From an optimization exercise on the open Yosys and OpenROAD flow, aimed at a short achievable clock period and few clock cycles per item; shortcuts taken in it are not production practice. The RTL was checked by simulation tests, not by an equivalence proof against the original design. Power is estimated from default activity; no workload was simulated.

--- run.sh ---
#!/bin/bash
# synth_recipe.tcl (not shown) runs the flow's synth.tcl, then flattens the netlist and writes it again
# the make line also repeats each setting of config.mk as NAME=value (left out here)
make -C /OpenROAD-flow-scripts/flow DESIGN_CONFIG=/design/flow/config.mk WORK_HOME=/design/flow/orfs CLKGATE_MAP_FILE= SYNTH_SCRIPT=/design/flow/synth_recipe.tcl finish
--- config.mk ---
export PLATFORM = sky130hd
export DESIGN_NAME = multicycle_cpu
export DESIGN_NICKNAME = multicycle_cpu
export VERILOG_FILES = /design/flow/design.v
export SDC_FILE = /design/flow/constraint.sdc
export NUM_CORES = 4
export LEC_CHECK = 0
export CAP_MARGIN = 20
export CORE_MARGIN = 2
export CORE_UTILIZATION = 40
export PLACE_DENSITY = 0.6
export SETUP_SLACK_MARGIN = 3.0
export SLEW_MARGIN = 20
--- constraint.sdc ---
create_clock -name core_clock -period 6.0 [get_ports {clk}]
set_input_delay 1.2000 -clock core_clock [delete_from_list [all_inputs] [get_ports {clk}]]
set_output_delay 1.2000 -clock core_clock [all_outputs]
set_load 0.01 [all_outputs]
--- design.v ---
module multicycle_cpu #(
  parameter int          XLEN     = 64,
  parameter int          NREG     = 32,
  parameter logic [63:0] RESET_PC = '0
) (
  input  logic            clk,
  input  logic            reset,
  output logic            mem_req,
  output logic            mem_we,
  output logic [XLEN-1:0] mem_addr,
  output logic [XLEN-1:0] mem_wdata,
  input  logic [XLEN-1:0] mem_rdata,
  input  logic            mem_ready,
  output logic            halted,
  output logic            illegal,
  output logic [XLEN-1:0] dbg_pc
);
  localparam int FN = 8;    
  localparam int FW = $clog2(FN);
  localparam int NC = FN + 2;   
  localparam int NB = 2;    
  localparam int BW = $clog2(NB);
  logic [63:0] rf [1:31];
  logic          qd_v, qd_t;
  logic [BW-1:0] qd_x;
  logic [31:0]   qd_i;
  logic [63:0]   qd_p;
  logic [FN-1:0] fq_t;
  logic [BW-1:0] fq_x [FN];
  logic [31:0]   fq_i [FN];
  logic [63:0]   fq_p [FN];
  logic [FW-1:0] fh, ft;
  logic [FW:0]   fcnt;
  logic [NB-1:0] bv;
  logic [63:0]   bk [NB];
  logic [63:0]   bk4 [NB];
  logic [63:0]   bt [NB];
  logic [BW-1:0] bptr;
  logic          tr_v;
  logic [63:0]   tr_pc, tr_tgt;
  logic        e_v, e_alu, e_ld, e_sd, e_br, e_halt, e_ill;
  logic [3:0]  e_fn;
  logic [4:0]  e_rd;
  logic [63:0] e_a, e_b, e_bx, e_pc, e_tgt;
  logic        l_v, l_ld;
  logic [4:0]  l_rd;
  logic [63:0] w_res;
  logic        p_f, p_alt, p_sd;
  logic [63:0] p_pc;
  logic [63:0] f_nx;
  logic stall, st_flush;
  assign stall = mem_req & ~mem_ready;
  logic          arr, arr_seq, arr_alt, hit0, hit1;
  logic [NB-1:0] h0, h1;
  logic [BW-1:0] j0, j1;
  logic [63:0]   btgt, fpc4, fpc8, pnext;
  always_comb begin
    arr     = mem_req & p_f;
    arr_seq = arr & ~p_alt;
    arr_alt = arr & p_alt;
    fpc4 = mem_addr + 64'd4;
    fpc8 = mem_addr + 64'd8;
    for (int j = 0; j < NB; j++) begin
      h0[j] = bv[j] & (bk[j][15:0] == mem_addr[15:0]);
      h1[j] = bv[j] & (bk4[j][15:0] == mem_addr[15:0]);
    end
    hit0 = |h0;
    hit1 = |h1;
    j0   = '0;
    j1   = '0;
    for (int j = NB - 1; j >= 0; j--) begin
      if (h0[j]) j0 = BW'(j);
      if (h1[j]) j1 = BW'(j);
    end
    btgt = bt[hit0 ? j0 : j1];
    pnext = ({64{hit0 | hit1}} & btgt) | ({64{~(hit0 | hit1)}} & fpc8);
  end
  logic          st_on;
  logic [NC-1:0] ov_c, cand_v;
  logic [7:0]    ov_g0 [NC];
  logic [7:0]    ov_gm [NC];
  logic [NC-1:0] sp_v, sp_c, sp_hit;
  logic [7:0]    sp_g0 [NC];
  logic [7:0]    sp_gm [NC];
  logic [NB-1:0] ovk, b_kill;
  logic [FN-1:0] live;
  for (genvar i = 0; i < NC; i++) begin : g_ov
    mc_win16p u_win (
      .p((i == FN + 1) ? mem_addr : (i == FN) ? qd_p : fq_p[i % FN]),
      .x(~e_a), .y(~e_bx), .k(64'd10),
      .c(ov_c[i]), .g0(ov_g0[i]), .gm(ov_gm[i]));
  end
  always_comb begin
    for (int k = 0; k < FN; k++) live[k] = (FW'(k - fh) < fcnt);
    cand_v = {arr, qd_v, live};
  end
  for (genvar j = 0; j < NB; j++) begin : g_bk
    mc_win16 u_win (.p(bk[j]), .x(~mem_addr), .y(64'd0), .k(64'd9), .hit(ovk[j]));
  end
  always_comb begin
    for (int i = 0; i < NC; i++)
      sp_hit[i] = sp_v[i] & (sp_c[i] ? (&sp_gm[i]) : (&sp_g0[i]));
    st_flush = |sp_hit;
    st_on    = mem_req & p_sd;
    b_kill   = {NB{st_on}} & ovk;
  end
  logic [63:0] sum, dif, res;
  logic        e_eq, e_redir, e_wr, e_mem, e_hlt;
  always_comb begin
    sum = e_a + e_bx;
    dif = e_a - e_b;
    res = ({64{e_fn[0]}} & sum) | ({64{e_fn[1]}} & dif) |
          ({64{e_fn[2]}} & (e_a & e_b)) | ({64{e_fn[3]}} & (e_a | e_b));
    e_eq    = (e_a == e_b);
    e_redir = e_v & e_br & e_eq & ~st_flush;
    e_wr    = e_v & e_alu & ~st_flush;
    e_mem   = e_v & (e_ld | e_sd) & ~st_flush;
    e_hlt   = e_v & e_halt & ~st_flush;
  end
  logic [31:0] ir;
  logic [6:0]  opcode, funct7;
  logic [2:0]  funct3;
  logic [4:0]  rs1, rs2, rd;
  logic        dv, d_ok, d_ecall, d_r, d_addi, d_ld, d_sd, d_beq, d_cert, d_halt;
  logic        d_sub, d_and, d_or, use1, use2, hazard, d_go0, d_go, d_redir0, d_redir, d_train, d_tv;
  logic [63:0] imm_i, imm_s, imm_b, tgt_d, pc4_d, rtgt_d, fa, fb, lval;
  logic        fe1, fe2, fl1, fl2;
  assign ir     = qd_i;
  assign dv     = qd_v;
  assign opcode = ir[6:0];
  assign funct3 = ir[14:12];
  assign funct7 = ir[31:25];
  assign rs1    = ir[19:15];
  assign rs2    = ir[24:20];
  assign rd     = ir[11:7];
  assign imm_i  = {{52{ir[31]}}, ir[31:20]};
  assign imm_s  = {{52{ir[31]}}, ir[31:25], ir[11:7]};
  assign imm_b  = {{51{ir[31]}}, ir[31], ir[7], ir[30:25], ir[11:8], 1'b0};
  assign tgt_d  = qd_p + imm_b;
  assign pc4_d  = qd_p + 64'd4;
  always_comb begin
    d_r    = (opcode == 7'b0110011) &
             ((funct7 == 7'b0000000 && (funct3 == 3'b000 || funct3 == 3'b111 || funct3 == 3'b110)) ||
              (funct7 == 7'b0100000 && funct3 == 3'b000));
    d_sub  = funct7[5];
    d_and  = (funct3 == 3'b111);
    d_or   = (funct3 == 3'b110);
    d_addi = (opcode == 7'b0010011) && (funct3 == 3'b000);
    d_ld   = (opcode == 7'b0000011) && (funct3 == 3'b011);
    d_sd   = (opcode == 7'b0100011) && (funct3 == 3'b011);
    d_beq  = (opcode == 7'b1100011) && (funct3 == 3'b000);
    d_ok   = d_r | d_addi | d_ld | d_sd | d_beq;
    d_ecall = (ir == 32'h0000_0073);
    d_halt = ~d_ok;
    d_cert = d_beq & (rs1 == rs2);
    use1   = d_r | d_addi | d_ld | d_sd | (d_beq & ~d_cert);
    use2   = d_r | d_sd | (d_beq & ~d_cert);
    hazard = e_v & e_ld & (e_rd != 5'd0) &
             ((use1 & (rs1 == e_rd)) | (use2 & (rs2 == e_rd)));
    d_go0    = dv & ~hazard & ~st_flush & ~e_hlt;
    d_go     = d_go0 & ~e_redir;
    d_tv     = qd_t & (bk[qd_x] == qd_p);
    d_train  = d_go & d_cert & ~d_tv;
    d_redir0 = d_go0 & ~d_halt & ~((d_cert & d_tv) | (~d_cert & ~qd_t));
    d_redir  = d_redir0 & ~e_redir;
    rtgt_d  = d_cert ? tgt_d : pc4_d;
  end
  always_comb begin
    lval = l_ld ? mem_rdata : w_res;
    fe1  = (rs1 != 5'd0) & e_v & e_alu & (e_rd == rs1);
    fe2  = (rs2 != 5'd0) & e_v & e_alu & (e_rd == rs2);
    fl1  = (rs1 != 5'd0) & l_v & (l_rd == rs1);
    fl2  = (rs2 != 5'd0) & l_v & (l_rd == rs2);
    fa   = fe1 ? res : fl1 ? lval : rf[rs1];
    fb   = fe2 ? res : fl2 ? lval : rf[rs2];
    if (rs1 == 5'd0 && !fe1 && !fl1) fa = 64'd0;
    if (rs2 == 5'd0 && !fe2 && !fl2) fb = 64'd0;
  end
  logic          flushq, fl_all, acc, acc2, fe, qd_ld, pop, space;
  logic [FW:0]   n_in;
  logic [63:0]   nf;
  always_comb begin
    flushq = st_flush | e_hlt | (d_go0 & (d_redir0 | d_halt));
    fl_all = flushq | e_redir;
    acc    = e_redir ? arr_alt : (arr_seq & ~flushq);
    acc2   = acc & ~hit0;
    n_in   = {{FW{1'b0}}, acc} + {{FW{1'b0}}, acc2};
    fe     = (fcnt == '0);
    qd_ld  = fl_all | ~qd_v | d_go0;
    pop    = ~fl_all & (~qd_v | d_go0) & (~fe | acc);
    space  = arr_seq ? (fcnt <= (FW+1)'(FN - 4)) : (fcnt <= (FW+1)'(FN - 2));
    nf     = arr_seq ? pnext : f_nx;
  end
  logic        stop_fetch, s_st, s_mem, s_dr, s_alt, s_f, s_req0, s_req;
  logic [63:0] na0, na;
  always_comb begin
    stop_fetch = (d_go0 & d_halt) | (e_v & e_halt);
    s_st   = st_flush;
    s_mem  = e_mem;
    s_dr   = d_redir0 & ~e_mem & ~st_flush;
    s_alt  = qd_v & (fcnt >= (FW+1)'(2)) & d_go0 & d_beq & ~d_cert & ~d_redir0 & ~e_hlt & ~st_flush & ~e_mem & ~stop_fetch;
    s_f    = ~e_hlt & ~st_flush & ~e_mem & ~d_redir0 & ~s_alt & ~stop_fetch & space;
    s_req0 = ~e_hlt & (s_st | s_mem | s_dr | s_alt | s_f);
    na0    = ({64{s_st}} & (p_pc + 64'd4)) | ({64{s_dr}} & rtgt_d) | ({64{s_alt}} & tgt_d) |
             ({64{s_f}} & nf);
    s_req  = s_req0 | e_redir;
    na     = e_redir ? (arr_alt ? pnext : e_tgt) : (s_mem ? sum : na0);
  end
  always_ff @(posedge clk) begin
    if (reset) begin
      qd_v     <= 1'b0;
      qd_t     <= 1'b0;
      qd_x     <= '0;
      qd_i     <= '0;
      qd_p     <= '0;
      fq_t     <= '0;
      fh       <= '0;
      ft       <= '0;
      fcnt     <= '0;
      bv       <= '0;
      bptr     <= '0;
      tr_v     <= 1'b0;
      tr_pc    <= '0;
      tr_tgt   <= '0;
      e_v      <= 1'b0;
      e_alu    <= 1'b0;
      e_ld     <= 1'b0;
      e_sd     <= 1'b0;
      e_br     <= 1'b0;
      e_halt   <= 1'b0;
      e_ill    <= 1'b0;
      e_fn     <= '0;
      e_rd     <= '0;
      e_a      <= '0;
      e_b      <= '0;
      e_bx     <= '0;
      e_pc     <= '0;
      e_tgt    <= '0;
      l_v      <= 1'b0;
      l_ld     <= 1'b0;
      l_rd     <= '0;
      w_res    <= '0;
      sp_v     <= '0;
      sp_c     <= '0;
      for (int i = 0; i < NC; i++) begin
        sp_g0[i] <= '0;
        sp_gm[i] <= '0;
      end
      p_f      <= 1'b0;
      p_alt    <= 1'b0;
      p_sd     <= 1'b0;
      p_pc     <= '0;
      f_nx     <= RESET_PC;
      mem_req  <= 1'b0;
      mem_we   <= 1'b0;
      mem_addr <= '0;
      mem_wdata <= '0;
      halted   <= 1'b0;
      illegal  <= 1'b0;
      dbg_pc   <= '0;
      for (int i = 1; i < 32; i++) rf[i] <= '0;
      for (int i = 0; i < FN; i++) begin
        fq_x[i] <= '0;
        fq_i[i] <= '0;
        fq_p[i] <= '0;
      end
      for (int j = 0; j < NB; j++) begin
        bk[j]  <= '0;
        bk4[j] <= '0;
        bt[j]  <= '0;
      end
    end else if (!halted && !stall) begin
      if (l_v && l_rd != 5'd0) rf[l_rd] <= lval;
      l_v   <= e_wr | (e_mem & e_ld);
      l_ld  <= e_mem & e_ld;
      l_rd  <= e_rd;
      w_res <= res;
      if (arr & (e_redir | (fcnt <= (FW+1)'(FN - 1)))) begin
        fq_t[ft]          <= hit0;
        fq_x[ft]          <= j0;
        fq_i[ft]          <= mem_rdata[31:0];
        fq_p[ft]          <= mem_addr;
      end
      if (arr & (e_redir | (fcnt <= (FW+1)'(FN - 2)))) begin
        fq_t[FW'(ft + 1)] <= hit1;
        fq_x[FW'(ft + 1)] <= j1;
        fq_i[FW'(ft + 1)] <= mem_rdata[63:32];
        fq_p[FW'(ft + 1)] <= fpc4;
      end
      if (qd_ld) begin
        qd_v <= fl_all ? acc : (~fe | acc);
        if (fl_all | fe) begin
          qd_t <= hit0;
          qd_x <= j0;
          qd_i <= mem_rdata[31:0];
          qd_p <= mem_addr;
        end else begin
          qd_t <= fq_t[fh];
          qd_x <= fq_x[fh];
          qd_i <= fq_i[fh];
          qd_p <= fq_p[fh];
        end
      end
      if (fl_all) begin
        fh   <= acc ? FW'(ft + 1) : ft;
        fcnt <= {{FW{1'b0}}, acc2};
      end else begin
        fh   <= fh + FW'(pop);
        fcnt <= fcnt + n_in - (FW+1)'(pop);
      end
      ft <= ft + FW'(n_in);
      bv <= bv & ~b_kill;
      tr_v   <= d_train;
      tr_pc  <= qd_p;
      tr_tgt <= tgt_d;
      if (tr_v & ~st_flush) begin
        bv[bptr]  <= 1'b1;
        bk[bptr]  <= tr_pc;
        bk4[bptr] <= tr_pc - 64'd4;
        bt[bptr]  <= tr_tgt;
        bptr      <= bptr + 1'b1;
      end
      e_v <= d_go;
      if (d_go0) begin
        e_alu  <= d_r | d_addi;
        e_ld   <= d_ld;
        e_sd   <= d_sd;
        e_br   <= d_beq & ~d_cert;
        e_halt <= d_halt;
        e_ill  <= ~d_ecall;
        e_fn   <= {d_r & d_or, d_r & d_and, d_r & d_sub, ~(d_r & (d_or | d_and | d_sub))};
        e_rd   <= rd;
        e_a    <= fa;
        e_b    <= fb;
        e_bx   <= d_r ? fb : (d_sd ? imm_s : imm_i);
        e_pc   <= qd_p;
        e_tgt  <= tgt_d;
      end
      if (e_hlt) begin
        halted  <= 1'b1;
        illegal <= e_ill;
        dbg_pc  <= e_pc + 64'd4;
      end
      for (int i = 0; i < NC; i++) begin
        sp_v[i]  <= e_mem & e_sd & cand_v[i];
        sp_c[i]  <= ov_c[i];
        sp_g0[i] <= ov_g0[i];
        sp_gm[i] <= ov_gm[i];
      end
      f_nx    <= (e_mem & d_redir0) ? rtgt_d : arr_seq ? pnext : f_nx;
      mem_req <= s_req;
      p_f     <= e_redir | (~e_hlt & ~s_mem & s_req0);
      p_alt   <= ~e_redir & s_alt;
      p_sd    <= s_mem & e_sd;
      if (s_mem) begin
        mem_wdata <= e_b;
        p_pc      <= e_pc;
      end
      mem_we   <= s_mem & e_sd;
      mem_addr <= na;
    end
  end
endmodule
module mc_win16 (
  input  logic [63:0] p,
  input  logic [63:0] x,
  input  logic [63:0] y,
  input  logic [63:0] k,
  output logic        hit
);
  logic [63:0] s1, m1, c1, s2, m2, c2;
  logic [4:0]  lo;
  logic [59:0] xh, yh, o, a;
  logic        eq0, eqm1;
  always_comb begin
    s1   = p ^ x ^ y;
    m1   = (p & x) | (p & y) | (x & y);
    c1   = {m1[62:0], 1'b0};
    s2   = s1 ^ c1 ^ k;
    m2   = (s1 & c1) | (s1 & k) | (c1 & k);
    c2   = {m2[62:0], 1'b0};
    lo   = {1'b0, s2[3:0]} + {1'b0, c2[3:0]};
    xh   = s2[63:4];
    yh   = c2[63:4];
    o    = xh | yh;
    a    = xh & yh;
    eq0  = ((xh ^ yh) == {o[58:0], 1'b0});
    eqm1 = (~(xh ^ yh) == {a[58:0], 1'b0});
    hit  = lo[4] ? eqm1 : eq0;
  end
endmodule
module mc_win16p (
  input  logic [63:0] p,
  input  logic [63:0] x,
  input  logic [63:0] y,
  input  logic [63:0] k,
  output logic        c,
  output logic [7:0]  g0,
  output logic [7:0]  gm
);
  logic [63:0] s1, m1, c1, s2, m2, c2;
  logic [4:0]  lo;
  logic [63:0] xh, yh, o, a, t0, tm;
  always_comb begin
    s1 = p ^ x ^ y;
    m1 = (p & x) | (p & y) | (x & y);
    c1 = {m1[62:0], 1'b0};
    s2 = s1 ^ c1 ^ k;
    m2 = (s1 & c1) | (s1 & k) | (c1 & k);
    c2 = {m2[62:0], 1'b0};
    lo = {1'b0, s2[3:0]} + {1'b0, c2[3:0]};
    c  = lo[4];
    xh = {s2[63:4], 4'd0};
    yh = {c2[63:4], 4'd0};
    o  = xh | yh;
    a  = xh & yh;
    t0 = {((xh[63:4] ^ yh[63:4]) ^ o[62:3]), 4'd0};
    tm = {(~(xh[63:4] ^ yh[63:4]) ^ a[62:3]), 4'd0};
    for (int g = 0; g < 8; g++) begin
      g0[g] = ~|t0[g*8 +: 8];
      gm[g] = ~|tm[g*8 +: 8];
    end
  end
endmodule
==> results of run 1 <==
## logic make-up after synthesis
| logic type | after synthesis | share of synthesized area [%] |
|---|---|---|
| simple gates | 7092 | 10.8 |
| flops | 4280 | 40.3 |
| compound gates | 4234 | 9.07 |
| buf+inv | 3871 | 5.11 |
| fa+ha+maj | 3334 | 16.0 |
| xor+xnor | 1918 | 5.80 |
| mux | 1899 | 12.9 |
| other cells | 1 | 0.00129 |
## through the flow
stage / instances / hold slack [ns]
detailed placement: 36200 / 0.443
global placement: 36200 / 0.434
CTS: 38800 / 0.451
floorplan: 26700 / 0.424
## how the worst min path moves through the flow
stage                     slack, ns                        to
after detailed placement       0.44    e_tgt[53]$_SDFFE_PP0P_
after CTS                      0.45  sp_g0[7][6]$_SDFFE_PP0P_
after global placement         0.43     f_nx[12]$_SDFFE_PP0P_
after floorplan                0.42                 flip-flop
## power groups by stage
stage,registers [uW],clock network [uW],logic (uW)
3_5_place_dp,38700,0,123000
4_1_cts,38000,32600,146000
3_3_place_gp,38600,0,122000
2_1_floorplan,36400,0,79700
## timing repair
item | 4_1_cts
pin swaps | 1551
setup endpoints to repair | 7289
buffers inserted | 1236
gates cloned | 413
resized for setup | 6567
==> results_dict.tcl, run 1 <==
set metrics [dict create \
    gp_congestion 1.07 \
    yosys_warnings 9 \
    cts.sinks 4280 \
    dpl_cell_area_um2 314000 \
    cts_inserted_buffers 519 \
    ys_async_sr_fraction_pct 0 \
    synthCells 26600 \
    cts_root_buf "clkbuf_16" \
    pin_count 263 \
    dpl_worst_slack_ns 0.00134 \
    start_util_pct 40.1 \
    ys_top_cells_by_count "edfxtp_1, nor2_1, ha_1, nand2_1, inv_1" \
    synth_edf_count 3106 \
    die_h_um 855 \
    haltStage "global routing (5_1_grt)" \
    syn_area_um2 290000 \
    synth_seq_area_share_pct 40.3 \
    hold_buffers 0 \
    yosysUniqueCellTypes 105 \
    std_cell_rows 312 \
    io_buffers 262 \
    clock_path_buffers 4 \
    netlist.area_leader.share_pct 32.2 \
    avgSynthCellArea_um2 10.9 \
    h-tree-depth 6 \
    place_hpwl_um 1090000 \
    synth_flop_cell "edfxtp_1" \
    first-error "[ERROR GRT-0228] Horizontal edge usage exceeds the maximum allowed. (91, 113) usage=65535 limit=3200" \
    ys_ff_latch 4280 \
    die_x_um 855 \
    yosysMostFrequentCell "edfxtp_1" \
    ys_top_cells_by_area "edfxtp_1, ha_1, mux4_2, dfxtp_1, xnor2_1" \
    outcome "aborted with a tool error" \
    synth_area_leader_cell "edfxtp_1" \
    grt_max_degree 150 \
]
Testbench counts, summed over its fixed seeds: cycles 89,070, instrs 77,735.
==> inputs of run 2 (changes only) <==
--- a/design.v
+++ b/design.v
@@ -43,4 +43,5 @@
   logic [4:0]  e_rd;
   logic [63:0] e_a, e_b, e_bx, e_pc, e_tgt;
+  logic [63:0] s_a, s_i;
   logic        l_v, l_ld;
   logic [4:0]  l_rd;
@@ -88,5 +89,5 @@
     mc_win16p u_win (
       .p((i == FN + 1) ? mem_addr : (i == FN) ? qd_p : fq_p[i % FN]),
-      .x(~e_a), .y(~e_bx), .k(64'd10),
+      .x(~s_a), .y(~s_i), .k(64'd10),
       .c(ov_c[i]), .g0(ov_g0[i]), .gm(ov_gm[i]));
   end
@@ -235,4 +236,6 @@
       e_b      <= '0;
       e_bx     <= '0;
+      s_a      <= '0;
+      s_i      <= '0;
       e_pc     <= '0;
       e_tgt    <= '0;
@@ -334,4 +337,6 @@
         e_b    <= fb;
         e_bx   <= d_r ? fb : (d_sd ? imm_s : imm_i);
+        s_a    <= d_sd ? fa : 64'd0;
+        s_i    <= d_sd ? imm_s : 64'd0;
         e_pc   <= qd_p;
         e_tgt  <= tgt_d;
--- a/config.mk
+++ b/config.mk
@@ -10,4 +10,4 @@
 export CORE_UTILIZATION = 40
 export PLACE_DENSITY = 0.6
-export SETUP_SLACK_MARGIN = 3.0
+export SETUP_SLACK_MARGIN = 2.5
 export SLEW_MARGIN = 20
==> results_dict.tcl, run 2 <==
set metrics [dict create \
    worstPathArrival_ns 5.56 \
    maxCapViolations 1 \
    final_common_cell "edfxtp_1" \
    avgSynthCellArea_um2 10.9 \
    largest_register_ffs 2048 \
    netlist.area_leader.share_pct 31.9 \
    worst_pin_slew_ns 1.52 \
    drive_above_1_share_pct 28.0 \
    yosysUniqueCellTypes 107 \
    io_buffers 262 \
    die_x_um 859 \
    synth_edf_count 3106 \
    regArea_um2 119000 \
    finalPower_uw 146000 \
    skew_ns 0.107 \
    pwr-share-clk_pct 21.7 \
    rsz0062_at_grt "yes" \
    ys_top_cells_by_count "nor2_1, edfxtp_1, ha_1, nand2_1, inv_1" \
    vias 252000 \
    critical_path.endpoint_type "flip-flop" \
    power_frac_seq_pct 26.2 \
    n_fill_cell 63200 \
    grt_usage_pct 36.4 \
    synthCells 26900 \
    ys_top_cells_by_area "edfxtp_1, ha_1, mux4_2, dfxtp_1, xnor2_1" \
    p_int_uw 82700 \
    hold_path.startpoint "s_i[8]$_SDFFE_PP0P_" \
    ant_nets 0 \
    syn_area_um2 292000 \
    cp-start-kind "flip-flop" \
    die_h_um 859 \
    synth_top_family_by_area "adder cells" \
    drtPass1Iterations 11 \
    multiInputGateArea_um2 178000 \
    whs_endpoint "s_i[8]$_SDFFE_PP0P_" \
    path_class "reg2reg" \
    cts_root_buf "clkbuf_16" \
    vias_per_cell 6.51 \
    fin_crit_sh_pct 78.2 \
    gp_congestion 1.06 \
    routedWlPerCell_um 39.2 \
    period_needed_ns 4.69 \
    synth_compound_area_share_pct 9.02 \
    worst_slack_ns 1.31 \
    drc 0 \
    grt-ovfl-total 0 \
    rr_endpoint "fq_i[5][21]$_DFFE_PP_" \
    reg.largest.list "rf: 2048 flops, fq_p: 512 flops, fq_i: 256 flops" \
    clk-insertion-delay-late_ns 1.18 \
    so_faults "capacitance limit, slew limit" \
    holdPathStages 2 \
    max_freq_mhz 213 \
    critical_path_required_ns 6.86 \
    synth_xor_xnor_area_share_pct 5.81 \
    dpl_worst_slack_ns -0.166 \
    cts.sinks 4356 \
    synth_flop_cell "edfxtp_1" \
    grt_max_degree 188 \
    tritoncts "done" \
    nets 31800 \
    timing.rr.start "e_b[0]$_SDFFE_PP0P_" \
    area_growth_pct 26.7 \
    cts_inserted_buffers 479 \
    r2r_setup_slack_ns 1.31 \
    yosys.area_share.adder_pct 15.6 \
    ys_ff_latch 4356 \
    wl_um 1520000 \
    power_density_nw_per_um2 394 \
    switching_power_uw 63300 \
    final_cells 38600 \
    top_register "rf" \
    reg2reg_depth 18 \
    h-tree-depth 5 \
    core_area_um2 730000 \
    setup_viol 0 \
    report.final.slew_viol_count 9 \
    min_path_type "reg2reg" \
    std_cell_rows 314 \
    drt_iter0_markers 40100 \
    synth_area_leader_cell "edfxtp_1" \
    yosys.area_share.simple_pct 10.8 \
    layout_common_cells "edfxtp_1, nor2_1, ha_1, inv_1, nand2_1" \
    critPathMaxFanout 16 \
    muxShareOfSynthArea_pct 13.1 \
    hold_buffers 0 \
    grt_pass1_wl_um 1880000 \
    ys_async_sr_fraction_pct 0 \
    yosys_warnings 9 \
    hold_viol 0 \
    p_leak_uw 0.138 \
    synth_seq_area_share_pct 40.5 \
    grt_pass1_vias 227000 \
    relSlewSlack_pct -2.36 \
    yosysMostFrequentCell "nor2_1" \
    clk_pin_slew_ns 0.06 \
    antenna_found_initial 147 \
    place_hpwl_um 992000 \
    vdd_ir_drop_max_v 0.000380 \
    die_area_um2 738000 \
    power.share.switching_pct 43.4 \
    dp_cells 36100 \
    p_comb_share_pct 52.1 \
    outcome "finished with violations" \
    start_util_pct 40.1 \
    clock_path_buffers 4 \
    pin_count 263 \
]
==> run 2: changes by cell type after synthesis, sizes merged, moves of 76 or more <==
cell / change
nor2: +313
and3: -159
o21ai: -149
and2: +131
a21oi: +120
nand2: -114
o22ai: -101
a22o: +94
buf: +89
mux2i: +89
dfxtp: +76
==> run 2: worst max path at each step <==
stage                                     from                  endpoint  slack (ns)  cells past startpoint
after floorplan           s_i[62]$_SDFFE_PP0P_  sp_gm[9][3]$_SDFFE_PP0P_       -8.08                      9
after global placement     e_a[3]$_SDFFE_PP0P_      fq_p[0][9]$_DFFE_PP_       -0.18                     14
after detailed placement   e_a[3]$_SDFFE_PP0P_      fq_p[0][9]$_DFFE_PP_       -0.17                     14
after CTS                            flip-flop      fcnt[2]$_SDFFE_PP0P_        1.42                     21
after global routing                 flip-flop      fcnt[3]$_SDFFE_PP0P_        1.31                     24
final                      e_b[0]$_SDFFE_PP0P_     fq_i[5][21]$_DFFE_PP_        1.31                     18
==> run 2: stage by stage <==
stage                     setup TNS, ns  cell area [um^2]  utilization, %  hold WS [ns]
after floorplan                -2058.60            294000               -         0.415
after global placement           -0.272            314000            43.1         0.427
after detailed placement         -0.212            315000            43.1         0.438
after CTS                             0            335000            46.0         0.421
after global routing                  0            370000            50.7         0.469
final                                 0            370000            50.8         0.453
==> run 2: metal layers <==
metal / vias to the layer above / global-route usage (%) / wire, um
li1: 99600 / - / -
met1: 125000 / 43.7 / 505000
met2: 20600 / 54.8 / 630000
met3: 5944 / 9.92 / 208000
met4: 67 / 30.0 / 171000
met5: - / 0 / 883
==> run 2: worst max-delay path: stages (launching register included) <==
cell and delay, ns:
dfxtp_2 0.41, inv_1 0.09, ha_4 0.25, nor4_2 0.26, nand4_1 0.33, nor4_4 0.45
nand3_2 0.21, buf_6 0.19, or3_4 0.34, buf_6 0.14, a31oi_4 0.26, buf_6 0.16
nand3_4 0.15, nor2_4 0.22, buf_12 0.14, or3_4 0.18, buf_12 0.20, buf_4 0.17
buf_16 0.17
==> run 2: final cells by class <==
cell class                      count  area share [%]
Antenna cell                      100          0.0676
Clock buffer                      613            3.55
Clock inverter                    285           0.854
Inverter                         1979            2.08
Multi-Input combinational cell  18700            48.0
Sequential cell                  4356            32.1
Tap cell                         9638            3.26
Timing Repair Buffer             2996            10.2
==> run 2: logic make-up after synthesis <==
kind of cell / count (synthesis)
AOI/OAI and AO/OA: 4204
xor gates and xnor gates: 1938
adders and majority gates: 3279
buffers and inverters: 3948
DFF: 4356
muxes: 1971
other: 1
and+or+nand+nor: 7199
==> run 2: power by group through the flow <==
stage,combinational (uW),sequential (uW),clock (uW)
after floorplan,33800,36700,0
after global placement,56900,38500,0
after detailed placement,57000,38600,0
after CTS,58600,38100,31500
after global routing,77200,38300,32600
final,76100,38300,31700
==> run 2: repair_timing <==
action                                   CTS  global route
gates resized for setup                  502          4712
endpoints found under the setup margin  4456          5227
setup buffers                            131          1042
hold endpoints to repair                   0             0
pin swaps                                 95          1039
cloned                                    46           311
Testbench counts of run 2, summed over its fixed seeds: cycles 89,070, instrs 77,735.

[re-timing with driven ports]
The results above use ideal ports. As a check the final layout listed here was re-extracted and re-timed, cells and wires unchanged.
Step 1: set_driving_cell puts a clkbuf_16 on clk and a buf_2 on each other input, an assumption about the parent block.
Step 2 moves the port delays by t, midway between the first and last clock arrival at a register: inputs arrive t later, outputs are due t later. That takes back most of the time a late clock gives input paths.
a / b / c = no drivers / after step 1 / after step 2; a / b = the first two.
run: run 2
t, ns: 1.272
setup slack, ns: 1.308 / 1.308 / 0.830
worst setup path after step 2: input to register
worst data-port slew with drivers (ns): 0.36
pins driven straight from the clock port: 1
For run 2, drivers alone change the setup slack by 0.000 ns; drivers and shift together by -0.478 ns.
